From an optimization exercise on the open Yosys and OpenROAD flow, aimed at small area, a short achievable clock period and few clock cycles per item; shortcuts taken in it are not production practice.
Function was checked by simulation only, so behaviour that the tests miss may differ from the original.
Power and IR drop assume default switching activity.

## flow/design.v

```verilog
module rectangle_grid_test_pattern (
  input  logic        clk,
  input  logic        rst,
  input  logic        push,
  output logic        full,
  input  logic        restart,
  output logic        empty,
  input  logic        pop,
  output logic [10:0] pixel_x,
  output logic [10:0] pixel_y,
  output logic [23:0] pixel_color,
  output logic        write_enable,
  output logic        frame_end,
  input  logic        cfg_write,
  input  logic [2:0]  cfg_index,
  input  logic [23:0] cfg_data
);
  function automatic logic [10:0] inc11(input logic [10:0] a, input logic ci);
    inc11 = a + {10'd0, ci};
  endfunction
  function automatic logic [7:0] inc8(input logic [7:0] a, input logic ci);
    inc8 = a + {7'd0, ci};
  endfunction
  function automatic logic [3:0] inc4(input logic [3:0] a);
    logic c;
    c = 1'b1;
    for (int i = 0; i < 4; i++) begin
      inc4[i] = a[i] ^ c;
      c       = c & a[i];
    end
  endfunction
  function automatic logic [10:0] dec11(input logic [10:0] a);
    logic c;
    c = 1'b1;
    for (int i = 0; i < 11; i++) begin
      dec11[i] = a[i] ^ c;
      c        = c & ~a[i];
    end
  endfunction
  function automatic logic ge11(input logic [10:0] a, input logic [10:0] b);
    ge11 = (a >= b);
  endfunction
  function automatic logic ge8(input logic [7:0] a, input logic [7:0] b);
    ge8 = (a >= b);
  endfunction
  function automatic logic [7:0] add8(input logic [7:0] a, input logic [7:0] b);
    add8 = a + b;
  endfunction
  logic [1:0]  mode;
  logic [7:0]  cm1;                          
  logic        cnz;                          
  logic [10:0] rw2, rh2, fw2, fh2;
  logic        rw1, rh1, fw1, fh1;
  logic        rwnz, rhnz;
  logic [23:0] first;
  logic [7:0]  step;
  wire [10:0] wd    = cfg_data[10:0];
  wire        wd_nz = |wd;
  wire        wd_1  = ~|wd[10:1];
  wire [10:0] wd_2  = wd - 11'd2;
  always_ff @(posedge clk) begin
    if (rst) begin
      mode  <= 2'd0;
      cm1   <= 8'd0;
      cnz   <= 1'b1;
      rw2   <= 11'd0;
      rw1   <= 1'b1;
      rwnz  <= 1'b0;
      rh2   <= 11'd0;
      rh1   <= 1'b1;
      rhnz  <= 1'b0;
      first <= 24'd0;
      step  <= 8'd0;
      fw2   <= 11'd1022;
      fw1   <= 1'b0;
      fh2   <= 11'd766;
      fh1   <= 1'b0;
    end else if (cfg_write) begin
      case (cfg_index)
        3'd0: mode  <= cfg_data[1:0];
        3'd1: begin cm1 <= cfg_data[7:0] - 8'd1; cnz <= |cfg_data[7:0]; end
        3'd2: begin rw2 <= wd_2; rw1 <= wd_1; rwnz <= wd_nz; end
        3'd3: begin rh2 <= wd_2; rh1 <= wd_1; rhnz <= wd_nz; end
        3'd4: first <= cfg_data;
        3'd5: step  <= cfg_data[7:0];
        3'd6: begin fw2 <= wd_2; fw1 <= wd_1; end
        default: begin fh2 <= wd_2; fh1 <= wd_1; end
      endcase
    end
  end
  wire direct = mode[1] & ~mode[0];
  wire on_st  = (mode[1] ^ mode[0]) & rwnz & rhnz;
  wire [7:0] fr = first[23:16];
  wire [7:0] fg = first[15:8];
  wire [7:0] fb = first[7:0];
  logic [10:0] x, y, ox, oy;
  logic [7:0]  col, row;
  logic        lx, ly, wx, wy, we, fe;       
  logic [7:0]  R, B;                         
  logic        gm;                           
  logic [7:0]  GA;                           
  logic [7:0]  L;                            
  logic        empty_r, full_r, fresh, pend_v, pend_rs;
  localparam logic [2:0] S_IDLE = 3'd0, S_P1 = 3'd1, S_P2 = 3'd2, S_F1 = 3'd3,
                         S_F2 = 3'd4, S_FL = 3'd5, S_PR = 3'd6;
  logic [2:0] st;
  logic [2:0] c;
  logic       busy;                              
  wire nb   = ~busy;
  wire take_in  = push & ~full_r;
  wire out_free = empty_r | pop;
  wire adv      = out_free & (pend_v | take_in);
  wire rs_eff   = pend_v ? pend_rs : restart;
  wire go_org   = adv & rs_eff;
  wire go       = (~fresh & ((adv & ~rs_eff) | cfg_write)) | busy;
  wire wr_col   = cfg_write & (cfg_index[2:1] != 2'b11);    
  wire wr_flag  = cfg_write & (cfg_index[2:1] == 2'b11);    
  logic cinc, rinc;
  wire nl     = nb & lx;                         
  wire nf     = nl & ly;                         
  wire colinc = nb & ~lx & cinc;
  wire rowinc = nl & rinc;
  wire [10:0] x_n   = nl ? 11'd0 : inc11(x, nb);
  wire [10:0] ox_n  = (nb & (lx | wx)) ? 11'd0 : inc11(ox, nb);
  wire [7:0]  col_n = nl ? 8'd0 : inc8(col, colinc);
  wire [10:0] y_n   = nf ? 11'd0 : inc11(y, nl);
  wire [10:0] oy_n  = (nl & (ly | wy)) ? 11'd0 : inc11(oy, nl);
  wire [7:0]  row_n = nf ? 8'd0 : inc8(row, rowinc);
  wire       col_lt = cnz & ge8(cm1, col);
  wire       row_lt = cnz & ge8(cm1, row);
  wire       row_lt_n = ly | (rowinc ? (row_lt & (row != cm1)) : row_lt);
  wire lx_n = busy ? (fw1 | ~ge11(fw2, x))  : (lx ? fw1 : (x == fw2));
  wire wx_n = busy ? (rw1 | ~ge11(rw2, ox)) : ((lx | wx) ? rw1 : (ox == rw2));
  wire ly_n = busy ? (fh1 | ~ge11(fh2, y))  : (lx ? (ly ? fh1 : (y == fh2)) : ly);
  wire wy_n = busy ? (rh1 | ~ge11(rh2, oy)) : (lx ? ((ly | wy) ? rh1 : (oy == rh2)) : wy);
  wire we_n = busy ? (on_st & col_lt & row_lt)
                   : (lx ? (on_st & cnz & row_lt_n) : (we & ~(colinc & (col == cm1))));
  wire cinc_n = wx_n & ~(&col_n);
  wire rinc_n = ~ly_n & wy_n & ~(&row_n);
  wire lx_o = fw1;
  wire ly_o = fh1;
  wire wx_o = rw1;
  wire wy_o = rh1;
  wire we_o = on_st & cnz;
  wire p1   = (st == S_P1);
  wire p2   = (st == S_P2);
  wire f1   = (st == S_F1);
  wire f2   = (st == S_F2);
  wire lph  = direct ? p1 : p2;                  
  logic col_k, row_k, cnt_k;
  wire [2:0] c_nx    = c + 3'd1;
  wire [2:0] k_nx    = ~c_nx;
  wire [7:0] count_c = cm1 + 8'd1;
  always_ff @(posedge clk) begin
    col_k <= col[k_nx];
    row_k <= row[k_nx];
    cnt_k <= count_c[k_nx];
  end
  wire [7:0] lstep = direct ? step : GA;
  wire sR_step  = colinc | (p1 & col_k);
  wire sGA_step = (rowinc & direct) | (p1 & (direct ? row_k : cnt_k));
  wire sL_step  = rowinc | (lph & row_k);
  wire nfd      = nf & direct;
  wire [7:0] aR  = nl ? 8'd0 : (p1 ? {R[6:0], 1'b0} : R);
  wire [7:0] mR  = ({8{sR_step}} & step) | ({8{nl | f1}} & fr);
  wire [7:0] aGA = nfd ? 8'd0 : (p1 ? {GA[6:0], 1'b0} : GA);
  wire [7:0] mGA = ({8{sGA_step}} & step) | ({8{nfd | (f1 & direct)}} & fg);
  wire [7:0] aL  = nf ? 8'd0 : (lph ? {L[6:0], 1'b0} : L);
  wire [7:0] mL  = ({8{sL_step}} & lstep) | ({8{nf | f1}} & fb);
  wire [7:0] aB  = nl ? (ly ? 8'd0 : L) : (p1 ? {B[6:0], 1'b0} : B);
  wire [7:0] mB  = ({8{sR_step}} & step) | ({8{nf}} & fb)
                 | ({8{rowinc}} & lstep) | ({8{f2}} & L);
  wire [7:0] sR  = add8(aR, mR);
  wire [7:0] sGA = add8(aGA, mGA);
  wire [7:0] sL  = add8(aL, mL);
  wire [7:0] sB  = add8(aB, mB);
  wire show   = nb | f2;                         
  wire mk_rg  = ~show | (we_n & direct);
  wire mk_b   = ~show | we_n;
  wire seq_end = (f2 | (st == S_FL));
  always_ff @(posedge clk) begin
    if (rst) begin
      x <= '0; y <= '0; ox <= '0; oy <= '0; col <= '0; row <= '0;
      lx <= 1'b0; ly <= 1'b0; wx <= 1'b1; wy <= 1'b1; we <= 1'b0; fe <= 1'b0;
      cinc <= 1'b1; rinc <= 1'b1;
      R <= '0; gm <= 1'b0; B <= '0; GA <= '0; L <= '0;
    end else if (go_org) begin
      x <= '0; y <= '0; ox <= '0; oy <= '0; col <= '0; row <= '0;
      lx <= lx_o; ly <= ly_o; wx <= wx_o; wy <= wy_o; we <= we_o; fe <= lx_o & ly_o;
      cinc <= wx_o; rinc <= ~ly_o & wy_o;
      R  <= (we_o & direct) ? fr : 8'd0;
      gm <= we_o & direct;
      B  <= we_o ? fb : 8'd0;
      GA <= direct ? fg : GA;
      L  <= fb;
    end else if (go) begin
      x <= x_n; y <= y_n; ox <= ox_n; oy <= oy_n; col <= col_n; row <= row_n;
      lx <= lx_n; ly <= ly_n; wx <= wx_n; wy <= wy_n; we <= we_n; fe <= lx_n & ly_n;
      cinc <= cinc_n; rinc <= rinc_n;
      R  <= mk_rg ? sR : 8'd0;
      gm <= we_n & direct;
      B  <= mk_b ? sB : 8'd0;
      GA <= sGA;
      L  <= sL;
    end
  end
  always_ff @(posedge clk) begin
    if (rst) begin
      empty_r <= 1'b1;
      fresh   <= 1'b1;
      pend_v  <= 1'b0;
      pend_rs <= 1'b0;
      full_r  <= 1'b0;
      st      <= S_IDLE;
      busy    <= 1'b0;
      c       <= 3'd0;
    end else begin
      if (adv)      empty_r <= 1'b0;
      else if (pop) empty_r <= 1'b1;
      if (cfg_write) fresh <= 1'b1;
      else if (adv)  fresh <= 1'b0;
      if (take_in & ~out_free) begin
        pend_v  <= 1'b1;
        pend_rs <= restart;
      end else if (out_free) begin
        pend_v  <= 1'b0;
      end
      if (wr_col) begin
        st   <= S_PR;
        busy <= 1'b1;
        c    <= 3'd7;
      end else if (wr_flag & (~busy | seq_end)) begin
        st   <= S_FL;
        busy <= 1'b1;
      end else begin
        if (seq_end) busy <= 1'b0;
        c <= c_nx;
        case (st)
          S_PR:    st <= S_P1;
          S_P1:    if (&c) st <= direct ? S_F1 : S_P2;
          S_P2:    if (&c) st <= S_F1;
          S_F1:    st <= S_F2;
          default: st <= S_IDLE;
        endcase
      end
      full_r <= (take_in & ~out_free) | (pend_v & ~out_free) | cfg_write
              | (busy & ~seq_end);
    end
  end
  assign full         = full_r;
  assign empty        = empty_r;
  assign pixel_x      = x;
  assign pixel_y      = y;
  assign pixel_color  = {R, GA & {8{gm}}, B};
  assign write_enable = we;
  assign frame_end    = fe;
endmodule
```

## flow/flow/run.sh

```bash
#!/bin/bash
# The standard synthesis, then the standard layout steps with the slow delay
# buffers (clkdlybuf4s*) left out, so port buffering picks an ordinary buffer.
set -e
bash standard.sh synth > synth.log 2>&1
PDU="sky130_fd_sc_hd__probe_p_8 sky130_fd_sc_hd__probec_p_8 sky130_fd_sc_hd__lpflow_bleeder_1 sky130_fd_sc_hd__lpflow_clkbufkapwr_1 sky130_fd_sc_hd__lpflow_clkbufkapwr_16 sky130_fd_sc_hd__lpflow_clkbufkapwr_2 sky130_fd_sc_hd__lpflow_clkbufkapwr_4 sky130_fd_sc_hd__lpflow_clkbufkapwr_8 sky130_fd_sc_hd__lpflow_clkinvkapwr_1 sky130_fd_sc_hd__lpflow_clkinvkapwr_16 sky130_fd_sc_hd__lpflow_clkinvkapwr_2 sky130_fd_sc_hd__lpflow_clkinvkapwr_4 sky130_fd_sc_hd__lpflow_clkinvkapwr_8 sky130_fd_sc_hd__lpflow_decapkapwr_12 sky130_fd_sc_hd__lpflow_decapkapwr_3 sky130_fd_sc_hd__lpflow_decapkapwr_4 sky130_fd_sc_hd__lpflow_decapkapwr_6 sky130_fd_sc_hd__lpflow_decapkapwr_8 sky130_fd_sc_hd__lpflow_inputiso0n_1 sky130_fd_sc_hd__lpflow_inputiso0p_1 sky130_fd_sc_hd__lpflow_inputiso1n_1 sky130_fd_sc_hd__lpflow_inputiso1p_1 sky130_fd_sc_hd__lpflow_inputisolatch_1 sky130_fd_sc_hd__lpflow_isobufsrc_1 sky130_fd_sc_hd__lpflow_isobufsrc_16 sky130_fd_sc_hd__lpflow_isobufsrc_2 sky130_fd_sc_hd__lpflow_isobufsrc_4 sky130_fd_sc_hd__lpflow_isobufsrc_8 sky130_fd_sc_hd__lpflow_isobufsrckapwr_16 sky130_fd_sc_hd__lpflow_lsbuf_lh_hl_isowell_tap_1 sky130_fd_sc_hd__lpflow_lsbuf_lh_hl_isowell_tap_2 sky130_fd_sc_hd__lpflow_lsbuf_lh_hl_isowell_tap_4 sky130_fd_sc_hd__lpflow_lsbuf_lh_isowell_4 sky130_fd_sc_hd__lpflow_lsbuf_lh_isowell_tap_1 sky130_fd_sc_hd__lpflow_lsbuf_lh_isowell_tap_2 sky130_fd_sc_hd__lpflow_lsbuf_lh_isowell_tap_4"
SLOW="sky130_fd_sc_hd__clkdlybuf4s15_1 sky130_fd_sc_hd__clkdlybuf4s15_2 sky130_fd_sc_hd__clkdlybuf4s18_1 sky130_fd_sc_hd__clkdlybuf4s18_2 sky130_fd_sc_hd__clkdlybuf4s25_1 sky130_fd_sc_hd__clkdlybuf4s25_2 sky130_fd_sc_hd__clkdlybuf4s50_1 sky130_fd_sc_hd__clkdlybuf4s50_2"
bash standard.sh "DONT_USE_CELLS=$PDU $SLOW" SETUP_SLACK_MARGIN=5.4 finish > layout.log 2>&1
```

## flow/standard.sh

```bash
#!/bin/bash
# synth_recipe.tcl (not shown) runs the flow's synth.tcl, then flattens the netlist and writes it again
# the make line also repeats each setting of config.mk as NAME=value (left out here)
make -C /OpenROAD-flow-scripts/flow DESIGN_CONFIG=/design/flow/config.mk WORK_HOME=/design/flow/orfs CLKGATE_MAP_FILE= SYNTH_SCRIPT=/design/flow/synth_recipe.tcl "${@:-finish}"
```

## flow/config.mk

```make
export PLATFORM = sky130hd
export DESIGN_NAME = rectangle_grid_test_pattern
export DESIGN_NICKNAME = rectangle_grid_test_pattern
export VERILOG_FILES = /design/flow/design.v
export SDC_FILE = /design/flow/constraint.sdc
export NUM_CORES = 4
export LEC_CHECK = 0
export ABC_CLOCK_PERIOD_IN_PS = 2500
export CAP_MARGIN = 20
export CORE_MARGIN = 2
export CORE_UTILIZATION = 60
export CTS_BUF_LIST = sky130_fd_sc_hd__clkbuf_8
export CTS_CLUSTER_DIAMETER = 60
export CTS_CLUSTER_SIZE = 30
export SETUP_SLACK_MARGIN = 5
export SLEW_MARGIN = 20
```

## flow/constraint.sdc

```tcl
create_clock -name core_clock -period 8.5 [get_ports {clk}]
set_input_delay 1.7000 -clock core_clock [delete_from_list [all_inputs] [get_ports {clk}]]
set_output_delay 1.7000 -clock core_clock [all_outputs]
set_load 0.01 [all_outputs]
```

==> results of run 1 <==
==> through the flow <==
stage	instances	setup WS, ns	hold slack (ns)
detailed placement	1943	4.079	0.4512
global route	2025	5.284	0.4919
floorplan	1655	5.352	0.4362
global placement	1943	4.205	0.4440
CTS	2001	5.405	0.4683
finish	2025	5.431	0.4676
==> logic make-up (layout without fill, tap and decap cells) <==
logic type	count (synthesis)	in the layout	synth area share, %
compound gates	412	412	20.77
fa+ha+maj	111	111	10.97
flops	209	209	32.34
buf+inv	171	264	5.174
mux	26	26	2.534
simple gates	648	650	22.94
xor+xnor	78	78	5.280
==> layout make-up <==
| type | instances | area (sq um) | area share, % |
|---|---|---|---|
| clock buffers | 20 | 275.3 | 1.907 |
| well taps | 275 | 344.1 | 2.384 |
| multi-input cells | 1277 | 8423 | 58.35 |
| flip-flops and latches | 209 | 4219 | 29.23 |
| inverters | 87 | 332.8 | 2.306 |
| clock inverters | 14 | 153.9 | 1.066 |
| repair buffers | 143 | 686.9 | 4.759 |
==> how the worst max path moves through the flow <==
stage	start	end	cells past startpoint
after floorplan	pop	ly	8
after global placement	cfg_write	cinc	7
after detailed placement	cfg_write	cinc	7
after CTS	GA[5]	pixel_color[13]	2
after global routing	st[0]	B[7]	13
final	push	gm	9
==> power by group through the flow <==
stage | Sequential, mW | Clock (mW) | Combinational (mW)
global placement | 1.09 | 0 | 0.374
floorplan | 1.07 | 0 | 0.284
detailed placement | 1.09 | 0 | 0.380
global route | 1.08 | 0.729 | 0.468
CTS | 1.07 | 0.701 | 0.401
finish | 1.08 | 0.698 | 0.433
==> state kept, by name, indices dropped and copies added (netlist names), 11 cells and up <==
| name | count |
|---|---|
| first | 24 |
| fh2 | 11 |
| fw2 | 11 |
| ox | 11 |
| oy | 11 |
| rh2 | 11 |
| rw2 | 11 |
| x | 11 |
| y | 11 |
==> repair_timing <==
| action | 4_1_cts | 5_1_grt |
|---|---|---|
| setup endpoints to repair | 125 | 40 |
| gates resized for setup | 68 | 56 |
| buffers inserted | 23 | 23 |
| pin swaps | 6 | 16 |
| gates cloned | 1 | 1 |
==> layout by cell type (no fill, tap or decap), types with 47 or more instances in the layout <==
master                     synthesis  layout
sky130_fd_sc_hd__nand2_1         250     246
sky130_fd_sc_hd__inv_1            85      84
sky130_fd_sc_hd__a211oi_1         47      47
sky130_fd_sc_hd__o21ai_0          59      54
sky130_fd_sc_hd__buf_1            10      98
sky130_fd_sc_hd__xnor2_1          61      60
sky130_fd_sc_hd__a21oi_1         149     139
sky130_fd_sc_hd__nor2_1          178     172
sky130_fd_sc_hd__ha_1            107     103
sky130_fd_sc_hd__nand3_1          60      60
sky130_fd_sc_hd__dfxtp_1         209     193
==> worst max-delay path, cell delays in order <==
cell and delay (ns):
sky130_fd_sc_hd__buf_1 0.09, sky130_fd_sc_hd__nor2b_4 0.27, sky130_fd_sc_hd__o21ai_2 0.14, sky130_fd_sc_hd__nor2_4 0.42, sky130_fd_sc_hd__buf_2 0.39, sky130_fd_sc_hd__nand2_1 0.14, sky130_fd_sc_hd__o21ai_0 0.11, sky130_fd_sc_hd__nand3_1 0.15
sky130_fd_sc_hd__a21oi_1 0.17
==> routing by layer <==
metal  wire length (um)  vias up
met2              17050      616
met3               3863       94
met5                  0        -
met1              18100     5978
li1                   -     6033
met4               1199        0
==> flow_summary.toml, run 1 <==
[drt]
drt_first_pass_iters = 7
detail_route.vias_per_cell = 6.282
ant_nets = 0
mean_routed_wirelength_per_cell_um = 19.86
totalWireLength_mm = 40.21
first_iter_violations = 1292
num_vias = 12720
drc = 0

[synth]
synth.cell_area_sq_mm = 0.01294
synth.area.top_cells = "sky130_fd_sc_hd__dfxtp_1 32%, sky130_fd_sc_hd__ha_1 10%, sky130_fd_sc_hd__nand2_1 7.3%, sky130_fd_sc_hd__a21oi_1 5.8%, sky130_fd_sc_hd__nor2_1 5.2%"
synth.ff_latch_count = 209
number_of_synthesized_flops_with_an_enable_pin = 0
synth.most_common_cell = "sky130_fd_sc_hd__nand2_1"
synth_async_sr_flop_share_pct = 0
share_of_the_synthesized_area_in_the_top_cell_type_pct = 32.34
yosys_most_used_dff = "sky130_fd_sc_hd__dfxtp_1"
postSynthNetCount = 1799
synth-seq-area-share_pct = 32.34
yosysWarnings = 1
syn-instance-count = 1655
synth_area_per_cell_sq_um = 7.818
ys_types = 80
netlist_top_cells_count = "250 x sky130_fd_sc_hd__nand2_1, 209 x sky130_fd_sc_hd__dfxtp_1, 178 x sky130_fd_sc_hd__nor2_1"
synth_top_area_cell = "sky130_fd_sc_hd__dfxtp_1"

[grt]
wire_length_of_the_first_global_routing_pass_mm = 61.67
grt_pass1_vias = 11420
grt_total_usage_pct = 34.34
globalRouteOverflowTotal = 0
grt.met2_usage_pct = 51.52
grtUsageMet1_pct = 50.79
globalRoute.busiestLayer = "met2"
grt_antenna_before_repair = 0
pin_count_of_the_biggest_net_entering_global_routing = 61
grtUsageMet3_pct = 5.633

[sta]
clock.fmax_mhz = 325.8
timing_hold_violations_final = 0
finalClockSkew_ns = 0.04480
setup-violations-final = 0
timing.final.crit_share_pct = 36.11
maxSlewHeadroom_pct = 32.39
period_minus_slack_ns = 3.069
tightest_slew_ns = 1.009
number_of_max_slew_violations_in_the_final_report = 0
rsz0062_at_grt = "true"
fin_setup_tns_ns = 0

[hold_path]
hp-start = "rh2[0]"
worst_hold_path_type = "register to register"
timing.hold.worst_path_depth = 2
timing.hold.worst_endpoint = "rh2[0]"

[pwr]
power.sequential.fraction_pct = 48.8
p_clk_share_pct = 31.6
p_int_mw = 1.452
vdd_ir_drop_max_mv = 0.1579
power.share.switching_pct = 34.17
net-switching-power_uw = 753.8
post-layout-total-power_mw = 2.206
power_frac_comb_pct = 19.6
power-per-cell-area_mw_per_mm2 = 152.8
power.static_leakage_nw = 5.327

[final_layout]
finish.net_count = 1881
finalInstanceArea_sq_mm = 0.01444
post-route-util_pct = 68.45
area_delta_synth_final_pct = 11.57
diodes = 0
fillCellCount = 1885
drive_gt1_share_pct = 10.51

[floorplanning]
floorplan_core_area_sq_mm = 0.02109
core.rowCount = 53
die_y_um = 150.9
pin_count = 83
start_util_pct = 61.36
die_area_sq_mm = 0.02276
floorplan.die.width_um = 150.9

[run]
max_cap_viol_count = 0

[worst_setup_path]
critPathCaptureType = "register"
crit_fanout = 14
worstRegToRegCells = 16
critical_path_class = "primary input to register"
r2r_end = "L[6]"
critical_path_source_type = "primary input"
worstPathArrival_ns = 3.58
worst_setup_slack_for_register_to_register_paths_ns = 5.47
r2r-start = "mode[0]"
worst_path_required_time_ns = 9.01

[placed_design]
buffer_ports.inserted = 82
dp_hpwl_mm = 27.82
finalWeightedCongestion = 0.9457
placedInstanceArea_sq_mm = 0.01337

[clocking]
path_clk_slew_ns = 0.11
cts-root-to-sink-buffers = 3
cts.hold.buffers_added = 0
clkSinkCount = 209
clk-insertion-delay-late_ns = 0.59
tritoncts = "done"
cts-htree-levels = 1
clock-root-buffer = "sky130_fd_sc_hd__clkbuf_8"
cts-buffers-inserted = 19

[status]
outcome = "complete, no violations"
Testbench counts, summed over its fixed seeds: cycles 19,640, items 19,200.
==> run 2, diff against run 1 <==
--- a/flow/config.mk
+++ b/flow/config.mk
@@ -8,9 +8,9 @@
 export ABC_CLOCK_PERIOD_IN_PS = 2500
 export CAP_MARGIN = 20
 export CORE_MARGIN = 2
-export CORE_UTILIZATION = 60
+export CORE_UTILIZATION = 70
 export CTS_BUF_LIST = sky130_fd_sc_hd__clkbuf_8
-export CTS_CLUSTER_DIAMETER = 60
-export CTS_CLUSTER_SIZE = 30
+export CTS_CLUSTER_DIAMETER = 50
+export CTS_CLUSTER_SIZE = 20
 export SETUP_SLACK_MARGIN = 5
 export SLEW_MARGIN = 20
==> flow_summary.toml, run 2 <==
[status]
outcome = "complete, no violations"

[clocking]
clkSinkCount = 209
tritoncts = "done"
clk-insertion-delay-late_ns = 0.57
cts-root-to-sink-buffers = 3
clock-root-buffer = "sky130_fd_sc_hd__clkbuf_8"
path_clk_slew_ns = 0.12
cts-buffers-inserted = 23
cts-htree-levels = 1
cts.hold.buffers_added = 0

[pwr]
vdd_ir_drop_max_mv = 0.1668
power.share.switching_pct = 34.16
net-switching-power_uw = 780.3
power.static_leakage_nw = 5.417
power.sequential.fraction_pct = 47.1
p_int_mw = 1.504
p_clk_share_pct = 33.8
power_frac_comb_pct = 19.1
power-per-cell-area_mw_per_mm2 = 157.4

[worst_setup_path]
r2r-start = "st[0]"
slowest_delay_ns = 0.69
critical_path_depth = 6
critical_path_class = "primary input to register"
cpMaxStageDelayCell = "sky130_fd_sc_hd__xor2_1"
worstPathArrival_ns = 3.53
worstRegToRegCells = 15
critical_path_source_type = "primary input"
timing.critical_path.buf_inv = 1
crit_fanout = 8
worstSetupStartpoint = "cfg_data[3]"
critPathCaptureType = "register"
worst_path_dominant_cell_family = "simple AND/OR/NAND/NOR gates"
crit_chain = "buf_1 -> nor3_1 -> and3_1 -> nand2_1 -> xor2_1 -> a211oi_1"
worst_path_required_time_ns = 8.90

[floorplanning]
start_util_pct = 71.78
core.rowCount = 49
floorplan_core_area_sq_mm = 0.01802
die_area_sq_mm = 0.01959
floorplan.die.width_um = 140.0
pin_count = 83
die_y_um = 140.0

[grt]
grt_pass1_vias = 11870
grt_total_usage_pct = 39.02
globalRouteOverflowTotal = 0
grt_antenna_before_repair = 1
wire_length_of_the_first_global_routing_pass_mm = 62.27
pin_count_of_the_biggest_net_entering_global_routing = 66

[final_layout]
top_register = "first"
drive_gt1_share_pct = 10.49
diodes = 0
final_common_cell = "sky130_fd_sc_hd__nand2_1"
area_delta_synth_final_pct = 12.16
mostFrequentLayoutCells = "246 x sky130_fd_sc_hd__nand2_1, 197 x sky130_fd_sc_hd__dfxtp_1, 172 x sky130_fd_sc_hd__nor2_1, 139 x sky130_fd_sc_hd__a21oi_1, 116 x sky130_fd_sc_hd__buf_1"
fillCellCount = 1286
flip_flop_count_of_the_largest_register_after_layout = 24
finish.net_count = 1901

[drt]
first_iter_violations = 1816
totalWireLength_mm = 40.40
detail_route.vias_per_cell = 6.543
num_vias = 13100
drc = 0
ant_nets = 0
mean_routed_wirelength_per_cell_um = 20.18
drt_first_pass_iters = 10

[synth]
synth_simple_gate_area_share_pct = 22.94
synth_xor_xnor_area_share_pct = 5.280
synth_async_sr_flop_share_pct = 0
synth_top_family_by_area = "simple AND/OR/NAND/NOR gates"
synth_top_area_cell = "sky130_fd_sc_hd__dfxtp_1"
syn-instance-count = 1655
yosysWarnings = 1
synth.cell_area_sq_mm = 0.01294
synth-adder-area-share_pct = 10.97
synth.most_common_cell = "sky130_fd_sc_hd__nand2_1"
yosys_most_used_dff = "sky130_fd_sc_hd__dfxtp_1"
number_of_synthesized_flops_with_an_enable_pin = 0
synth.area.mux_share_pct = 2.534
netlist_top_cells_count = "250 x sky130_fd_sc_hd__nand2_1, 209 x sky130_fd_sc_hd__dfxtp_1, 178 x sky130_fd_sc_hd__nor2_1"
share_of_the_synthesized_area_in_the_top_cell_type_pct = 32.34
synth_area_per_cell_sq_um = 7.818
synth.area.top_cells = "sky130_fd_sc_hd__dfxtp_1 32%, sky130_fd_sc_hd__ha_1 10%, sky130_fd_sc_hd__nand2_1 7.3%, sky130_fd_sc_hd__a21oi_1 5.8%, sky130_fd_sc_hd__nor2_1 5.2%"
synth-seq-area-share_pct = 32.34
synth_compound_gate_area_share_pct = 20.77
synth.ff_latch_count = 209
ys_types = 80
postSynthNetCount = 1799

[placed_design]
finalWeightedCongestion = 0.9861
dp_hpwl_mm = 27.60
buffer_ports.inserted = 82

[hold_path]
worst_hold_path_type = "register to register"
hp-start = "fh2[0]"
timing.hold.worst_path_depth = 2

[sta]
clock.fmax_mhz = 319.4
rsz0062_at_grt = "true"
finalClockSkew_ns = 0.02183
fin_setup_tns_ns = 0
tightest_slew_ns = 0.9554
timing.hold.ws_ns = 0.4754
timing_hold_violations_final = 0
maxSlewHeadroom_pct = 35.96
timing.final.crit_share_pct = 36.84
period_minus_slack_ns = 3.131
number_of_max_slew_violations_in_the_final_report = 0
setup-violations-final = 0

[run]
max_cap_viol_count = 0
[run 2: cell counts after synthesis]
No cell type changed its count.
[run 2: cell families (layout without fill, tap and decap cells)]
kind of cell,count (synthesis),after routing
mux,26,26
xor+xnor,78,78
fa+ha+maj,111,111
simple gates,648,649
flops,209,209
buf+inv,171,288
compound gates,412,412
[run 2: what timing repair did]
action / in CTS / in global routing
pin swaps: 1 / 27
setup endpoints to repair: 137 / 89
setup buffers: 17 / 45
resized for setup: 57 / 61
gates cloned: 1 / 0
[run 2: path summary, 6_finish.rpt]
| kind | end | slack, ns |
|---|---|---|
| min reg2reg | fh2[0] | 0.48 |
| max reg2reg | B[6] | 5.37 |
| min | fh2[0] | 0.48 |
| max | rw2[8] | 5.37 |
[run 2: per-stage QoR]
| step | cell area [sq um] | setup slack, ns | total power, mW | utilization, % | cells |
|---|---|---|---|---|---|
| detailed placement | 13320 | 4.171 | 1.470 | 73.87 | 1898 |
| global route | 14510 | 5.191 | 2.356 | 80.51 | 2002 |
| global placement | 13310 | 4.274 | 1.460 | 73.86 | 1898 |
| finish | 14510 | 5.369 | 2.284 | 80.51 | 2002 |
| CTS | 14090 | 5.299 | 2.234 | 78.17 | 1957 |
| floorplan | 13010 | 5.352 | 1.355 | - | 1655 |
[run 2: final cells by class]
| cell class | instances | area [sq um] | area share [%] |
|---|---|---|---|
| Inverter | 87 | 336.6 | 2.319 |
| Tap cell | 229 | 286.5 | 1.974 |
| Multi-Input combinational cell | 1276 | 8424 | 58.05 |
| Clock buffer | 24 | 330.3 | 2.276 |
| Clock inverter | 17 | 188.9 | 1.302 |
| Timing Repair Buffer | 160 | 733.2 | 5.053 |
| Sequential cell | 209 | 4212 | 29.02 |
[run 2: layer usage]
| layer | GRT usage, % | routed length (um) | up-vias | share of wire (%) |
|---|---|---|---|---|
| met5 | 0 | 13 | - | 0.032 |
| met4 | 11.95 | 1519 | 2 | 3.8 |
| met3 | 7.726 | 5037 | 155 | 12 |
| met2 | 59.67 | 17270 | 821 | 43 |
| met1 | 56.02 | 16560 | 6047 | 41 |
| li1 | - | - | 6075 | - |
[run 2: tightest hold or removal path: cells and delay by family, from the launching register on]
kind             cells  cell delay (ns)
AO/OA/AOI/OAI        1             0.05
AND/OR/NAND/NOR      1             0.05
flip-flops           1             0.33
[run 2: power by group through the flow]
stage | Clock (mW) | Combinational (mW) | Sequential, mW
2_1_floorplan | 0 | 0.284 | 1.07
3_3_place_gp | 0 | 0.367 | 1.09
3_5_place_dp | 0 | 0.376 | 1.09
4_1_cts | 0.769 | 0.394 | 1.07
5_1_grt | 0.804 | 0.474 | 1.08
6_report | 0.771 | 0.437 | 1.08
==> run 3, diff against run 2 <==
--- a/flow/config.mk
+++ b/flow/config.mk
@@ -8,7 +8,7 @@
 export ABC_CLOCK_PERIOD_IN_PS = 2500
 export CAP_MARGIN = 20
 export CORE_MARGIN = 2
-export CORE_UTILIZATION = 70
+export CORE_UTILIZATION = 60
 export CTS_BUF_LIST = sky130_fd_sc_hd__clkbuf_8
 export CTS_CLUSTER_DIAMETER = 50
 export CTS_CLUSTER_SIZE = 20
==> flow_summary.toml, run 3 <==
[pwr]
power_frac_comb_pct = 18.0
net-switching-power_uw = 811.1
power.static_leakage_nw = 5.439
p_int_mw = 1.575
power-per-cell-area_mw_per_mm2 = 163.1
power.share.switching_pct = 33.99
post-layout-total-power_mw = 2.386
power.sequential.fraction_pct = 45.0
p_clk_share_pct = 37.1
vdd_ir_drop_max_mv = 0.1338

[final_layout]
flip_flop_count_of_the_largest_register_after_layout = 24
fillCellCount = 1853
mostFrequentLayoutCells = "246 x sky130_fd_sc_hd__nand2_1, 194 x sky130_fd_sc_hd__dfxtp_1, 171 x sky130_fd_sc_hd__nor2_1, 139 x sky130_fd_sc_hd__a21oi_1, 103 x sky130_fd_sc_hd__ha_1"
post-route-util_pct = 69.37
finalInstanceArea_sq_mm = 0.01463
diodes = 0
finish.net_count = 1886
area_delta_synth_final_pct = 13.05
final_common_cell = "sky130_fd_sc_hd__nand2_1"
final_cells = 2037
drive_gt1_share_pct = 11.07
top_register = "first"

[worst_setup_path]
worstSetupStartpoint = "push"
r2r_end = "B[6]"
critPathCaptureType = "register"
r2r-start = "busy"
worstRegToRegCells = 15
worst_setup_slack_for_register_to_register_paths_ns = 5.48
critical_path_source_type = "primary input"
crit_fanout = 14
worst_path_required_time_ns = 9.01
critical_path_class = "primary input to register"
worstPathArrival_ns = 3.58
setup.worst_path.end = "gm"

[sta]
period_minus_slack_ns = 3.061
finalClockSkew_ns = 0.02754
setup-violations-final = 0
number_of_max_slew_violations_in_the_final_report = 0
maxSlewHeadroom_pct = 32.91
rsz0062_at_grt = "true"
fin_setup_tns_ns = 0
timing_hold_violations_final = 0
clock.fmax_mhz = 326.7
tightest_slew_ns = 1.001
timing.final.crit_share_pct = 36.01

[grt]
wire_length_of_the_first_global_routing_pass_mm = 61.64
pin_count_of_the_biggest_net_entering_global_routing = 61
grt_total_usage_pct = 34.45
grt_pass1_vias = 11500
grt_antenna_before_repair = 0
globalRouteOverflowTotal = 0

[floorplanning]
die_y_um = 150.9
start_util_pct = 61.36
core.rowCount = 53
floorplan_core_area_sq_mm = 0.02109
die_area_sq_mm = 0.02276
pin_count = 83
floorplan.die.width_um = 150.9

[synth]
netlist_top_cells_count = "250 x sky130_fd_sc_hd__nand2_1, 209 x sky130_fd_sc_hd__dfxtp_1, 178 x sky130_fd_sc_hd__nor2_1"
synth-adder-area-share_pct = 10.97
synth_simple_gate_area_share_pct = 22.94
synth_top_area_cell = "sky130_fd_sc_hd__dfxtp_1"
ys_types = 80
synth_compound_gate_area_share_pct = 20.77
synth_top_family_by_area = "simple AND/OR/NAND/NOR gates"
synth.most_common_cell = "sky130_fd_sc_hd__nand2_1"
yosysWarnings = 1
synth_async_sr_flop_share_pct = 0
syn-instance-count = 1655
number_of_synthesized_flops_with_an_enable_pin = 0
postSynthNetCount = 1799
synth_area_per_cell_sq_um = 7.818
synth.area.mux_share_pct = 2.534
synth_xor_xnor_area_share_pct = 5.280
synth.cell_area_sq_mm = 0.01294
synth.area.top_cells = "sky130_fd_sc_hd__dfxtp_1 32%, sky130_fd_sc_hd__ha_1 10%, sky130_fd_sc_hd__nand2_1 7.3%, sky130_fd_sc_hd__a21oi_1 5.8%, sky130_fd_sc_hd__nor2_1 5.2%"
yosys_most_used_dff = "sky130_fd_sc_hd__dfxtp_1"
synth.ff_latch_count = 209
share_of_the_synthesized_area_in_the_top_cell_type_pct = 32.34
synth-seq-area-share_pct = 32.34

[drt]
num_vias = 12710
drc = 0
ant_nets = 0
mean_routed_wirelength_per_cell_um = 19.58
drt_first_pass_iters = 6
detail_route.vias_per_cell = 6.237
totalWireLength_mm = 39.89
first_iter_violations = 1195

[status]
outcome = "complete, no violations"

[clocking]
cts-root-to-sink-buffers = 3
clkSinkCount = 209
cts.hold.buffers_added = 0
cts-htree-levels = 1
clock-root-buffer = "sky130_fd_sc_hd__clkbuf_8"
path_clk_slew_ns = 0.09
tritoncts = "done"
clk-insertion-delay-late_ns = 0.60
cts-buffers-inserted = 27

[hold_path]
worst_hold_path_type = "register to register"
hp-start = "rh2[0]"

[placed_design]
placedInstanceArea_sq_mm = 0.01337
dpl.cell_count = 1943
finalWeightedCongestion = 0.9457
buffer_ports.inserted = 82
dp_hpwl_mm = 27.82

[run]
max_cap_viol_count = 0
## run 3: area by class of cell
cell class	count	area (sq um)	share of cell area, %
Inverter	87	332.8	2.275
Timing Repair Buffer	141	690.7	4.722
Clock inverter	22	257.7	1.762
Clock buffer	27	371.6	2.540
Sequential cell	209	4220	28.85
Multi-Input combinational cell	1276	8411	57.50
Tap cell	275	344.1	2.352
## run 3: what timing repair did
action,CTS,global route
resized for setup,72,54
endpoints found under the setup margin,122,36
buffers inserted,22,22
pin swaps,6,15
cloned,1,0
## run 3: stage by stage
step           hold WS [ns]  setup WS, ns
2_1_floorplan        0.4362         5.352
3_3_place_gp         0.4440         4.205
3_5_place_dp         0.4512         4.079
4_1_cts              0.4636         5.348
5_1_grt              0.4890         5.332
6_report             0.4632         5.439
## run 3: kinds of logic after synthesis
family	count (synthesis)
AOI/OAI and AO/OA	412
xor gates and xnor gates	78
adders and majority gates	111
buffers and inverters	171
DFF	209
muxes	26
and+or+nand+nor	648
## run 3: critical path, stage by stage
cell                      delay [ns]
sky130_fd_sc_hd__buf_1          0.09
sky130_fd_sc_hd__nor2b_4        0.24
sky130_fd_sc_hd__o21ai_2        0.14
sky130_fd_sc_hd__nor2_4         0.41
sky130_fd_sc_hd__buf_2          0.40
sky130_fd_sc_hd__nand2_1        0.14
sky130_fd_sc_hd__o21ai_0        0.11
sky130_fd_sc_hd__nand3_1        0.16
sky130_fd_sc_hd__a21oi_1        0.18
## run 3: worst min-delay path by stage
stage	end	slack [ns]	cells past startpoint
finish	rh2[0]	0.46	2
CTS	rh2[0]	0.46	2
global placement	fh2[0]	0.44	2
global route	fh2[0]	0.49	2
floorplan	fresh	0.44	1
detailed placement	fresh	0.45	1
## run 3: power by group through the flow
stage	sequential [mW]	clock (mW)	combinational, mW
after detailed placement	1.09	0	0.380
after global routing	1.08	0.928	0.467
after global placement	1.09	0	0.374
after CTS	1.07	0.896	0.402
after floorplan	1.07	0	0.284
final	1.07	0.884	0.429
## run 3: per-layer routing
metal / GRT usage [%] / up-vias / wire (um)
li1: - / 6055 / -
met5: 0 / - / 0
met4: 9.626 / 0 / 1087
met2: 51.82 / 587 / 17180
met1: 50.36 / 5970 / 17630
met3: 6.687 / 93 / 3992
==> run 4, diff against run 3 <==
--- a/flow/flow/run.sh
+++ b/flow/flow/run.sh
@@ -5,4 +5,4 @@
 bash standard.sh synth > synth.log 2>&1
 PDU="sky130_fd_sc_hd__probe_p_8 sky130_fd_sc_hd__probec_p_8 sky130_fd_sc_hd__lpflow_bleeder_1 sky130_fd_sc_hd__lpflow_clkbufkapwr_1 sky130_fd_sc_hd__lpflow_clkbufkapwr_16 sky130_fd_sc_hd__lpflow_clkbufkapwr_2 sky130_fd_sc_hd__lpflow_clkbufkapwr_4 sky130_fd_sc_hd__lpflow_clkbufkapwr_8 sky130_fd_sc_hd__lpflow_clkinvkapwr_1 sky130_fd_sc_hd__lpflow_clkinvkapwr_16 sky130_fd_sc_hd__lpflow_clkinvkapwr_2 sky130_fd_sc_hd__lpflow_clkinvkapwr_4 sky130_fd_sc_hd__lpflow_clkinvkapwr_8 sky130_fd_sc_hd__lpflow_decapkapwr_12 sky130_fd_sc_hd__lpflow_decapkapwr_3 sky130_fd_sc_hd__lpflow_decapkapwr_4 sky130_fd_sc_hd__lpflow_decapkapwr_6 sky130_fd_sc_hd__lpflow_decapkapwr_8 sky130_fd_sc_hd__lpflow_inputiso0n_1 sky130_fd_sc_hd__lpflow_inputiso0p_1 sky130_fd_sc_hd__lpflow_inputiso1n_1 sky130_fd_sc_hd__lpflow_inputiso1p_1 sky130_fd_sc_hd__lpflow_inputisolatch_1 sky130_fd_sc_hd__lpflow_isobufsrc_1 sky130_fd_sc_hd__lpflow_isobufsrc_16 sky130_fd_sc_hd__lpflow_isobufsrc_2 sky130_fd_sc_hd__lpflow_isobufsrc_4 sky130_fd_sc_hd__lpflow_isobufsrc_8 sky130_fd_sc_hd__lpflow_isobufsrckapwr_16 sky130_fd_sc_hd__lpflow_lsbuf_lh_hl_isowell_tap_1 sky130_fd_sc_hd__lpflow_lsbuf_lh_hl_isowell_tap_2 sky130_fd_sc_hd__lpflow_lsbuf_lh_hl_isowell_tap_4 sky130_fd_sc_hd__lpflow_lsbuf_lh_isowell_4 sky130_fd_sc_hd__lpflow_lsbuf_lh_isowell_tap_1 sky130_fd_sc_hd__lpflow_lsbuf_lh_isowell_tap_2 sky130_fd_sc_hd__lpflow_lsbuf_lh_isowell_tap_4"
 SLOW="sky130_fd_sc_hd__clkdlybuf4s15_1 sky130_fd_sc_hd__clkdlybuf4s15_2 sky130_fd_sc_hd__clkdlybuf4s18_1 sky130_fd_sc_hd__clkdlybuf4s18_2 sky130_fd_sc_hd__clkdlybuf4s25_1 sky130_fd_sc_hd__clkdlybuf4s25_2 sky130_fd_sc_hd__clkdlybuf4s50_1 sky130_fd_sc_hd__clkdlybuf4s50_2"
-bash standard.sh "DONT_USE_CELLS=$PDU $SLOW" SETUP_SLACK_MARGIN=5.4 finish > layout.log 2>&1
+bash standard.sh "DONT_USE_CELLS=$PDU $SLOW" SETUP_SLACK_MARGIN=5.5 finish > layout.log 2>&1
==> flow_summary.toml, run 4 <==
[drt]
wl_met3_mm = 4.166
ant_nets = 0
topRoutingLayerUsed = "met4"
first_iter_violations = 1305
detail_route.vias_per_cell = 6.298
wl_met1_mm = 18.14
mean_routed_wirelength_per_cell_um = 20.57
drt_first_pass_iters = 6
route.met2.wl_mm = 19.39
num_vias = 13250
drc = 0
totalWireLength_mm = 43.28

[synth]
synth_area_per_cell_sq_um = 7.818
synth.area.top_cells = "sky130_fd_sc_hd__dfxtp_1 32%, sky130_fd_sc_hd__ha_1 10%, sky130_fd_sc_hd__nand2_1 7.3%, sky130_fd_sc_hd__a21oi_1 5.8%, sky130_fd_sc_hd__nor2_1 5.2%"
synth.cell_area_sq_mm = 0.01294
synth_top_area_cell = "sky130_fd_sc_hd__dfxtp_1"
synth.most_common_cell = "sky130_fd_sc_hd__nand2_1"
synth_async_sr_flop_share_pct = 0
number_of_synthesized_flops_with_an_enable_pin = 0
ys_types = 80
yosysWarnings = 1
share_of_the_synthesized_area_in_the_top_cell_type_pct = 32.34
synth-seq-area-share_pct = 32.34
netlist_top_cells_count = "250 x sky130_fd_sc_hd__nand2_1, 209 x sky130_fd_sc_hd__dfxtp_1, 178 x sky130_fd_sc_hd__nor2_1"
synth.ff_latch_count = 209
yosys_most_used_dff = "sky130_fd_sc_hd__dfxtp_1"
syn-instance-count = 1655
postSynthNetCount = 1799

[sta]
timing_hold_violations_final = 0
rsz0062_at_grt = "true"
timing.final.crit_share_pct = 36.39
setup-violations-final = 0
maxSlewHeadroom_pct = 32.36
number_of_max_slew_violations_in_the_final_report = 0
period_minus_slack_ns = 3.093
fin_setup_tns_ns = 0
timing.hold.ws_ns = 0.4647
timing.final.ws_setup_ns = 5.407
tightest_slew_ns = 1.009
finalClockSkew_ns = 0.02056
clock.fmax_mhz = 323.3

[placed_design]
buffer_ports.inserted = 82
finalWeightedCongestion = 0.9446
place_worst_setup_slack_ns = 3.982
dpl.cell_count = 1944
dp_hpwl_mm = 28.35
placedInstanceArea_sq_mm = 0.01346

[final_layout]
drive_gt1_share_pct = 14.11
finalInstanceArea_sq_mm = 0.01533
final_common_cell = "sky130_fd_sc_hd__nand2_1"
finish.net_count = 1949
flip_flop_count_of_the_largest_register_after_layout = 24
fillCellCount = 1729
post-route-util_pct = 72.72
top_register = "first"
area_delta_synth_final_pct = 18.52
diodes = 0
mostFrequentLayoutCells = "243 x sky130_fd_sc_hd__nand2_1, 193 x sky130_fd_sc_hd__dfxtp_1, 171 x sky130_fd_sc_hd__nor2_1, 135 x sky130_fd_sc_hd__a21oi_1, 125 x sky130_fd_sc_hd__buf_1"
final_cells = 2104

[grt]
globalRouteOverflowTotal = 0
grt_pass1_vias = 11920
wire_length_of_the_first_global_routing_pass_mm = 64.79
pin_count_of_the_biggest_net_entering_global_routing = 75
grt_antenna_before_repair = 0
grt_total_usage_pct = 36.28

[worst_setup_path]
timing.critical_path.buf_inv = 1
critical_path_source_type = "register"
r2r_end = "B[7]"
crit_fanout = 5
worst_setup_slack_for_register_to_register_paths_ns = 5.41
worstPathArrival_ns = 3.55
worstSetupStartpoint = "busy"
critPathCaptureType = "register"
slowest_delay_ns = 0.36
worstRegToRegCells = 14
worst_path_required_time_ns = 8.96
critical_path_class = "register to register"
r2r-start = "busy"
worst_path_dominant_cell_family = "compound AO/OA/AOI/OAI gates"
crit_chain = "buf_12 -> nor2_2 -> a22o_4 -> a21o_1 -> nand2_1 -> nand2_2 -> ha_1 -> a21o_1 -> a21oi_2 -> a21oi_2 -> o41ai_2 -> xnor2_1 -> a221oi_2 -> nor3_1"
cpMaxStageDelayCell = "sky130_fd_sc_hd__dfxtp_4"

[floorplanning]
start_util_pct = 61.36
die_y_um = 150.9
pin_count = 83
floorplan.die.width_um = 150.9
core.rowCount = 53
floorplan_core_area_sq_mm = 0.02109
die_area_sq_mm = 0.02276

[clocking]
cts-root-to-sink-buffers = 3
cts-htree-levels = 1
clkSinkCount = 209
path_clk_slew_ns = 0.09
cts-buffers-inserted = 30
clk-insertion-delay-late_ns = 0.61
clock-root-buffer = "sky130_fd_sc_hd__clkbuf_8"
tritoncts = "done"

[hold_path]
hp-start = "fh2[0]"
timing.hold.worst_path_depth = 2
worst_hold_path_type = "register to register"
timing.hold.worst_endpoint = "fh2[0]"

[pwr]
power-per-cell-area_mw_per_mm2 = 162.1
power.static_leakage_nw = 5.771
vdd_ir_drop_max_mv = 0.1529
post-layout-total-power_mw = 2.486

[status]
outcome = "complete, no violations"

[run]
max_cap_viol_count = 0
## run 4: cell counts after synthesis
No cell type changed its count.
## run 4: worst reg2reg max path: stages (launching register included)
cell                       delay, ns
sky130_fd_sc_hd__dfxtp_4        0.36
sky130_fd_sc_hd__buf_12         0.13
sky130_fd_sc_hd__nor2_2         0.35
sky130_fd_sc_hd__a22o_4         0.27
sky130_fd_sc_hd__a21o_1         0.18
sky130_fd_sc_hd__nand2_1        0.08
sky130_fd_sc_hd__nand2_2        0.12
sky130_fd_sc_hd__ha_1           0.24
sky130_fd_sc_hd__a21o_1         0.17
sky130_fd_sc_hd__a21oi_2        0.20
sky130_fd_sc_hd__a21oi_2        0.10
sky130_fd_sc_hd__o41ai_2        0.33
sky130_fd_sc_hd__xnor2_1        0.13
sky130_fd_sc_hd__a221oi_2       0.23
sky130_fd_sc_hd__nor3_1         0.07
## run 4: cells by family after synthesis
| group | synth area share, % |
|---|---|
| and+or+nand+nor | 22.94 |
| AOI/OAI and AO/OA | 20.77 |
| DFF | 32.34 |
| buffers and inverters | 5.174 |
| adders and majority gates | 10.97 |
| xor gates and xnor gates | 5.280 |
| muxes | 2.534 |
## run 4: power breakdown
group / internal, mW / switching (mW)
registers: 1.02 / 0.0534
clock network: 0.435 / 0.501
logic: 0.178 / 0.301
## run 4: worst max-delay path by stage
stage,end,slack (ns),cells past startpoint
finish,B[7],5.41,14
global route,GA[4],5.27,19
CTS,B[6],5.37,16
detailed placement,cinc,3.98,7
global placement,cinc,4.11,7
floorplan,y[10],5.36,8
## run 4: layer usage
layer	GRT usage (%)	vias up
met1	51.07	6267
met3	5.663	121
met4	12.85	0
met5	0	-
li1	-	6201
met2	56.55	662
## run 4: final cells by class
class                           instances  area (sq um)  area share (%)
Sequential cell                       209          4237           27.63
Timing Repair Buffer                  199          1082           7.058
Clock buffer                           30         412.9           2.693
Multi-Input combinational cell       1278          8628           56.27
Inverter                               87         336.6           2.195
Tap cell                              275         344.1           2.244
Clock inverter                         26         294.0           1.917
## run 4: timing repair
action | 4_1_cts | 5_1_grt
endpoints found under the hold margin | 0 | 0
setup endpoints to repair | 168 | 83
gates resized for setup | 101 | 77
hold buffers | 0 | 0
pin swaps | 15 | 36
gates cloned | 2 | 4
buffers inserted | 62 | 36
==> run 5, diff against run 4 <==
--- a/flow/flow/run.sh
+++ b/flow/flow/run.sh
@@ -5,4 +5,4 @@
 bash standard.sh synth > synth.log 2>&1
 PDU="sky130_fd_sc_hd__probe_p_8 sky130_fd_sc_hd__probec_p_8 sky130_fd_sc_hd__lpflow_bleeder_1 sky130_fd_sc_hd__lpflow_clkbufkapwr_1 sky130_fd_sc_hd__lpflow_clkbufkapwr_16 sky130_fd_sc_hd__lpflow_clkbufkapwr_2 sky130_fd_sc_hd__lpflow_clkbufkapwr_4 sky130_fd_sc_hd__lpflow_clkbufkapwr_8 sky130_fd_sc_hd__lpflow_clkinvkapwr_1 sky130_fd_sc_hd__lpflow_clkinvkapwr_16 sky130_fd_sc_hd__lpflow_clkinvkapwr_2 sky130_fd_sc_hd__lpflow_clkinvkapwr_4 sky130_fd_sc_hd__lpflow_clkinvkapwr_8 sky130_fd_sc_hd__lpflow_decapkapwr_12 sky130_fd_sc_hd__lpflow_decapkapwr_3 sky130_fd_sc_hd__lpflow_decapkapwr_4 sky130_fd_sc_hd__lpflow_decapkapwr_6 sky130_fd_sc_hd__lpflow_decapkapwr_8 sky130_fd_sc_hd__lpflow_inputiso0n_1 sky130_fd_sc_hd__lpflow_inputiso0p_1 sky130_fd_sc_hd__lpflow_inputiso1n_1 sky130_fd_sc_hd__lpflow_inputiso1p_1 sky130_fd_sc_hd__lpflow_inputisolatch_1 sky130_fd_sc_hd__lpflow_isobufsrc_1 sky130_fd_sc_hd__lpflow_isobufsrc_16 sky130_fd_sc_hd__lpflow_isobufsrc_2 sky130_fd_sc_hd__lpflow_isobufsrc_4 sky130_fd_sc_hd__lpflow_isobufsrc_8 sky130_fd_sc_hd__lpflow_isobufsrckapwr_16 sky130_fd_sc_hd__lpflow_lsbuf_lh_hl_isowell_tap_1 sky130_fd_sc_hd__lpflow_lsbuf_lh_hl_isowell_tap_2 sky130_fd_sc_hd__lpflow_lsbuf_lh_hl_isowell_tap_4 sky130_fd_sc_hd__lpflow_lsbuf_lh_isowell_4 sky130_fd_sc_hd__lpflow_lsbuf_lh_isowell_tap_1 sky130_fd_sc_hd__lpflow_lsbuf_lh_isowell_tap_2 sky130_fd_sc_hd__lpflow_lsbuf_lh_isowell_tap_4"
 SLOW="sky130_fd_sc_hd__clkdlybuf4s15_1 sky130_fd_sc_hd__clkdlybuf4s15_2 sky130_fd_sc_hd__clkdlybuf4s18_1 sky130_fd_sc_hd__clkdlybuf4s18_2 sky130_fd_sc_hd__clkdlybuf4s25_1 sky130_fd_sc_hd__clkdlybuf4s25_2 sky130_fd_sc_hd__clkdlybuf4s50_1 sky130_fd_sc_hd__clkdlybuf4s50_2"
-bash standard.sh "DONT_USE_CELLS=$PDU $SLOW" SETUP_SLACK_MARGIN=5.5 finish > layout.log 2>&1
+bash standard.sh "DONT_USE_CELLS=$PDU $SLOW" SETUP_SLACK_MARGIN=5.2 finish > layout.log 2>&1
==> flow_summary.toml, run 5 <==
[sta]
period_minus_slack_ns = 3.251
tightest_slew_ns = 0.9991
number_of_max_slew_violations_in_the_final_report = 0
timing.final.crit_share_pct = 38.25
rsz0062_at_grt = "true"
setup-violations-final = 0
timing.hold.ws_ns = 0.4618
fin_setup_tns_ns = 0
timing_hold_violations_final = 0
clock.fmax_mhz = 307.6
finalClockSkew_ns = 0.02840
maxSlewHeadroom_pct = 33.23

[drt]
totalWireLength_mm = 40.06
drt_first_pass_iters = 6
mean_routed_wirelength_per_cell_um = 19.74
ant_nets = 0
num_vias = 12730
drc = 0
detail_route.vias_per_cell = 6.275
first_iter_violations = 1393

[pwr]
vdd_ir_drop_max_mv = 0.1291
power.static_leakage_nw = 5.389
power-per-cell-area_mw_per_mm2 = 168.1

[grt]
wire_length_of_the_first_global_routing_pass_mm = 62.95
grt_antenna_before_repair = 1
grt_pass1_vias = 11620
grt_total_usage_pct = 35.14
globalRouteOverflowTotal = 0
pin_count_of_the_biggest_net_entering_global_routing = 81

[synth]
ys_types = 80
number_of_synthesized_flops_with_an_enable_pin = 0
yosysWarnings = 1
synth_async_sr_flop_share_pct = 0
synth_top_area_cell = "sky130_fd_sc_hd__dfxtp_1"
synth.most_common_cell = "sky130_fd_sc_hd__nand2_1"
yosys_most_used_dff = "sky130_fd_sc_hd__dfxtp_1"
netlist_top_cells_count = "250 x sky130_fd_sc_hd__nand2_1, 209 x sky130_fd_sc_hd__dfxtp_1, 178 x sky130_fd_sc_hd__nor2_1"
synth-seq-area-share_pct = 32.34
postSynthNetCount = 1799
share_of_the_synthesized_area_in_the_top_cell_type_pct = 32.34
synth.area.top_cells = "sky130_fd_sc_hd__dfxtp_1 32%, sky130_fd_sc_hd__ha_1 10%, sky130_fd_sc_hd__nand2_1 7.3%, sky130_fd_sc_hd__a21oi_1 5.8%, sky130_fd_sc_hd__nor2_1 5.2%"
synth.cell_area_sq_mm = 0.01294
synth_area_per_cell_sq_um = 7.818
syn-instance-count = 1655
synth.ff_latch_count = 209

[floorplanning]
start_util_pct = 61.36
floorplan_core_area_sq_mm = 0.02109
die_y_um = 150.9
floorplan.die.width_um = 150.9
pin_count = 83
core.rowCount = 53
die_area_sq_mm = 0.02276

[worst_setup_path]
worstSetupStartpoint = "cfg_data[1]"
crit_chain = "buf_1 -> inv_1 -> ha_1 -> nand3b_1 -> xor2_1 -> a211oi_1"
worst_path_required_time_ns = 8.93
critPathCaptureType = "register"
cpMaxStageDelayCell = "sky130_fd_sc_hd__xor2_1"
crit_fanout = 9
worstPathArrival_ns = 3.68
slowest_delay_ns = 0.60
critical_path_class = "primary input to register"
r2r-start = "lx"
critical_path_source_type = "primary input"

[placed_design]
finalWeightedCongestion = 0.9536
dp_hpwl_mm = 28.35
buffer_ports.inserted = 82
dpl.cell_count = 1944

[status]
outcome = "complete, no violations"

[hold_path]
hp-start = "rh2[0]"
worst_hold_path_type = "register to register"

[clocking]
path_clk_slew_ns = 0.09
cts.hold.buffers_added = 0
cts-htree-levels = 1
cts-buffers-inserted = 29
clock-root-buffer = "sky130_fd_sc_hd__clkbuf_8"
cts-root-to-sink-buffers = 3
tritoncts = "done"
clk-insertion-delay-late_ns = 0.60
clkSinkCount = 209

[final_layout]
top_register = "first"
flip_flop_count_of_the_largest_register_after_layout = 24
mostFrequentLayoutCells = "246 x sky130_fd_sc_hd__nand2_1, 203 x sky130_fd_sc_hd__dfxtp_1, 175 x sky130_fd_sc_hd__nor2_1, 143 x sky130_fd_sc_hd__a21oi_1, 106 x sky130_fd_sc_hd__ha_1"
finish.net_count = 1875
drive_gt1_share_pct = 8.671
area_delta_synth_final_pct = 11.14
final_cells = 2029
final_common_cell = "sky130_fd_sc_hd__nand2_1"

[run]
max_cap_viol_count = 0
run 5: cell families after synthesis:
group	share of synthesized area, %
AND/OR/NAND/NOR	22.94
adder cells (fa/ha/maj)	10.97
buffers and inverters	5.174
multiplexers	2.534
XOR/XNOR	5.280
flip-flops	32.34
AO/OA/AOI/OAI	20.77
run 5: repair_timing:
item,4_1_cts,5_1_grt
gates resized for setup,33,33
cloned,0,1
pin swaps,1,5
setup buffers,10,20
setup endpoints to repair,75,57
run 5: critical path: cells and delay by family:
| family | cells | cell delay [ns] |
|---|---|---|
| compound gates | 1 | 0.16 |
| xor+xnor | 1 | 0.60 |
| buf+inv | 2 | 0.72 |
| fa+ha+maj | 1 | 0.33 |
| simple gates | 1 | 0.17 |
run 5: area by class of cell:
type / instances / area [sq um]
clock inverter: 23 / 270.3
sequential: 209 / 4199
inverter: 87 / 335.3
antenna: 1 / 2.502
multi-input combinational: 1276 / 8239
tap: 275 / 344.1
timing repair buffer: 128 / 576.8
clock buffer: 30 / 412.9
fill: 1861 / 6708
run 5: where the power goes:
part	internal, mW	total (mW)	switching (mW)	leakage (nW)
Clock	0.474	0.932	0.458	0.348
Sequential	1.02	1.08	0.0577	1.70
Combinational	0.146	0.409	0.264	3.34
run 5: final timing paths:
kind,endpoint,slack (ns),cells past startpoint
max,rh2[7],5.25,6
min,rh2[0],0.46,2
max reg2reg,B[7],5.28,13
min reg2reg,rh2[0],0.46,2
run 5: metrics by stage:
step | cell area (sq um) | power [mW] | utilization [%] | worst slack, ns
after global placement | 13330 | 1.467 | 63.20 | 4.279
after detailed placement | 13330 | 1.472 | 63.22 | 4.261
after global routing | 14380 | 2.511 | 68.18 | 5.138
after floorplan | 12940 | 1.350 | - | 5.212
after CTS | 14150 | 2.403 | 67.11 | 5.035
final | 14380 | 2.417 | 68.19 | 5.249
run 5: metal layers:
layer	wire (um)	share of wire (%)	global-route usage, %	vias up
met1	17850	45	51.45	5950
met4	1283	3.2	10.23	0
met5	0	0	0	-
met2	16780	42	52.82	623
li1	-	-	-	6045
met3	4145	10	6.355	113
==> run 6, diff against run 5 <==
--- a/flow/flow/run.sh
+++ b/flow/flow/run.sh
@@ -5,4 +5,4 @@
 bash standard.sh synth > synth.log 2>&1
 PDU="sky130_fd_sc_hd__probe_p_8 sky130_fd_sc_hd__probec_p_8 sky130_fd_sc_hd__lpflow_bleeder_1 sky130_fd_sc_hd__lpflow_clkbufkapwr_1 sky130_fd_sc_hd__lpflow_clkbufkapwr_16 sky130_fd_sc_hd__lpflow_clkbufkapwr_2 sky130_fd_sc_hd__lpflow_clkbufkapwr_4 sky130_fd_sc_hd__lpflow_clkbufkapwr_8 sky130_fd_sc_hd__lpflow_clkinvkapwr_1 sky130_fd_sc_hd__lpflow_clkinvkapwr_16 sky130_fd_sc_hd__lpflow_clkinvkapwr_2 sky130_fd_sc_hd__lpflow_clkinvkapwr_4 sky130_fd_sc_hd__lpflow_clkinvkapwr_8 sky130_fd_sc_hd__lpflow_decapkapwr_12 sky130_fd_sc_hd__lpflow_decapkapwr_3 sky130_fd_sc_hd__lpflow_decapkapwr_4 sky130_fd_sc_hd__lpflow_decapkapwr_6 sky130_fd_sc_hd__lpflow_decapkapwr_8 sky130_fd_sc_hd__lpflow_inputiso0n_1 sky130_fd_sc_hd__lpflow_inputiso0p_1 sky130_fd_sc_hd__lpflow_inputiso1n_1 sky130_fd_sc_hd__lpflow_inputiso1p_1 sky130_fd_sc_hd__lpflow_inputisolatch_1 sky130_fd_sc_hd__lpflow_isobufsrc_1 sky130_fd_sc_hd__lpflow_isobufsrc_16 sky130_fd_sc_hd__lpflow_isobufsrc_2 sky130_fd_sc_hd__lpflow_isobufsrc_4 sky130_fd_sc_hd__lpflow_isobufsrc_8 sky130_fd_sc_hd__lpflow_isobufsrckapwr_16 sky130_fd_sc_hd__lpflow_lsbuf_lh_hl_isowell_tap_1 sky130_fd_sc_hd__lpflow_lsbuf_lh_hl_isowell_tap_2 sky130_fd_sc_hd__lpflow_lsbuf_lh_hl_isowell_tap_4 sky130_fd_sc_hd__lpflow_lsbuf_lh_isowell_4 sky130_fd_sc_hd__lpflow_lsbuf_lh_isowell_tap_1 sky130_fd_sc_hd__lpflow_lsbuf_lh_isowell_tap_2 sky130_fd_sc_hd__lpflow_lsbuf_lh_isowell_tap_4"
 SLOW="sky130_fd_sc_hd__clkdlybuf4s15_1 sky130_fd_sc_hd__clkdlybuf4s15_2 sky130_fd_sc_hd__clkdlybuf4s18_1 sky130_fd_sc_hd__clkdlybuf4s18_2 sky130_fd_sc_hd__clkdlybuf4s25_1 sky130_fd_sc_hd__clkdlybuf4s25_2 sky130_fd_sc_hd__clkdlybuf4s50_1 sky130_fd_sc_hd__clkdlybuf4s50_2"
-bash standard.sh "DONT_USE_CELLS=$PDU $SLOW" SETUP_SLACK_MARGIN=5.2 finish > layout.log 2>&1
+bash standard.sh "DONT_USE_CELLS=$PDU $SLOW" SETUP_SLACK_MARGIN=5.3 finish > layout.log 2>&1
==> flow_summary.toml, run 6 <==
[floorplanning]
core.rowCount = 53
die_area_sq_mm = 0.02276
floorplan.die.width_um = 150.9
floorplan_core_area_sq_mm = 0.02109

[worst_setup_path]
r2r-start = "mode[0]"
slowest_delay_ns = 0.45
critPathCaptureType = "register"
critical_path_source_type = "register"
crit_chain = "inv_1 -> ha_4 -> buf_2 -> a31oi_2 -> nor2_1 -> a21oi_1 -> nor2_1 -> ha_1 -> a21oi_1 -> o211ai_1 -> o41ai_1 -> xnor2_1 -> o21ai_1 -> o211a_1"
worst_path_required_time_ns = 8.97

[final_layout]
finish.net_count = 1878
final_common_cell = "sky130_fd_sc_hd__nand2_1"
mostFrequentLayoutCells = "246 x sky130_fd_sc_hd__nand2_1, 200 x sky130_fd_sc_hd__dfxtp_1, 173 x sky130_fd_sc_hd__nor2_1, 143 x sky130_fd_sc_hd__a21oi_1, 105 x sky130_fd_sc_hd__ha_1"

[drt]
first_iter_violations = 1263
ant_nets = 0
totalWireLength_mm = 39.96
drc = 0
num_vias = 12560

[hold_path]
worst_hold_path_type = "register to register"
timing.hold.worst_path_depth = 2
hp-start = "fh2[0]"

[synth]
synth.cell_area_sq_mm = 0.01294
synth_top_area_cell = "sky130_fd_sc_hd__dfxtp_1"
syn-instance-count = 1655
ys_types = 80
netlist_top_cells_count = "250 x sky130_fd_sc_hd__nand2_1, 209 x sky130_fd_sc_hd__dfxtp_1, 178 x sky130_fd_sc_hd__nor2_1"
synth_async_sr_flop_share_pct = 0
synth.most_common_cell = "sky130_fd_sc_hd__nand2_1"

[pwr]
net-switching-power_uw = 780.7
power_frac_comb_pct = 17.7
power-per-cell-area_mw_per_mm2 = 164.8

[clocking]
tritoncts = "done"
path_clk_slew_ns = 0.08
cts-htree-levels = 1
clk-insertion-delay-late_ns = 0.58

[sta]
tightest_slew_ns = 0.9971
period_minus_slack_ns = 3.166
finalClockSkew_ns = 0.02000
rsz0062_at_grt = "true"
timing.final.crit_share_pct = 37.25
timing_hold_violations_final = 0

[status]
outcome = "complete, no violations"

[run]
max_cap_viol_count = 0

[placed_design]
placedInstanceArea_sq_mm = 0.01334
finalWeightedCongestion = 0.9799
buffer_ports.inserted = 82

[grt]
pin_count_of_the_biggest_net_entering_global_routing = 68
grt_antenna_before_repair = 2
wire_length_of_the_first_global_routing_pass_mm = 61.69
run 6: cell counts after synthesis:
Identical to the previous run, type by type.
run 6: final cells by class:
cell class / instances / area [sq um]
timing repair buffer: 133 / 650.6
fill: 1832 / 6583
tap: 275 / 344.1
clock inverter: 20 / 245.2
antenna: 1 / 2.502
sequential: 209 / 4205
clock buffer: 29 / 399.1
multi-input combinational: 1276 / 8329
inverter: 87 / 329.1
run 6: cell families after synthesis:
group | after synthesis | share of synthesized area (%)
AND/OR/NAND/NOR | 648 | 22.94
AO/OA/AOI/OAI | 412 | 20.77
flip-flops | 209 | 32.34
buffers and inverters | 171 | 5.174
adder cells (fa/ha/maj) | 111 | 10.97
XOR/XNOR | 78 | 5.280
multiplexers | 26 | 2.534
run 6: worst max path at each step:
| stage | startpoint | to | slack [ns] | depth (start not counted) |
|---|---|---|---|---|
| floorplan | pop | B[3] | 5.31 | 8 |
| global placement | pop | L[6] | 4.34 | 6 |
| detailed placement | cfg_write | cinc | 4.29 | 7 |
| CTS | busy | GA[6] | 5.26 | 16 |
| global route | st[2] | R[6] | 5.19 | 14 |
| finish | mode[0] | L[7] | 5.33 | 14 |
run 6: metal layers:
metal	GRT usage, %	wire length [um]	up-vias
li1	-	-	6041
met1	50.10	17850	5832
met2	51.91	16870	589
met3	7.078	3935	97
met4	10.09	1299	2
met5	0	13	-
run 6: power groups by stage:
stage / clock (mW) / sequential, mW / combinational (mW)
6_report: 0.895 / 1.07 / 0.422
5_1_grt: 0.939 / 1.08 / 0.462
4_1_cts: 0.909 / 1.07 / 0.393
3_5_place_dp: 0 / 1.09 / 0.379
3_3_place_gp: 0 / 1.09 / 0.373
2_1_floorplan: 0 / 1.07 / 0.280
run 6: stage by stage:
step	std cells	power (mW)	setup WS, ns	hold WS, ns	utilization, %
4_1_cts	2004	2.374	5.262	0.4689	67.26
5_1_grt	2029	2.480	5.194	0.5056	68.77
3_3_place_gp	1944	1.466	4.339	0.4448	63.24
6_report	2030	2.391	5.334	0.4676	68.78
2_1_floorplan	1655	1.351	5.310	0.4362	-
3_5_place_dp	1944	1.473	4.286	0.4520	63.25
run 6: what timing repair did:
| action | CTS | global route |
|---|---|---|
| setup buffers | 10 | 24 |
| hold buffers | 0 | 0 |
| setup endpoints to repair | 78 | 95 |
| pin swaps | 1 | 16 |
| resized for setup | 49 | 42 |
| cloned | 1 | 1 |
run 6: worst register-to-register path, cell delays in order, from the launching register on:
cell	delay (ns)
sky130_fd_sc_hd__dfxtp_1	0.34
sky130_fd_sc_hd__inv_1	0.07
sky130_fd_sc_hd__ha_4	0.23
sky130_fd_sc_hd__buf_2	0.16
sky130_fd_sc_hd__a31oi_2	0.43
sky130_fd_sc_hd__nor2_1	0.10
sky130_fd_sc_hd__a21oi_1	0.15
sky130_fd_sc_hd__nor2_1	0.09
sky130_fd_sc_hd__ha_1	0.30
sky130_fd_sc_hd__a21oi_1	0.22
sky130_fd_sc_hd__o211ai_1	0.16
sky130_fd_sc_hd__o41ai_1	0.45
sky130_fd_sc_hd__xnor2_1	0.18
sky130_fd_sc_hd__o21ai_1	0.07
sky130_fd_sc_hd__o211a_1	0.13

Re-timed with assumed drivers on the ports (clkbuf_16 on the clock, buf_2 on other inputs), run 6 has 5.319 ns of setup slack against 5.334 ns with ideal ports, and 4.789 ns once port delays also move by the mid clock arrival of 0.620 ns.
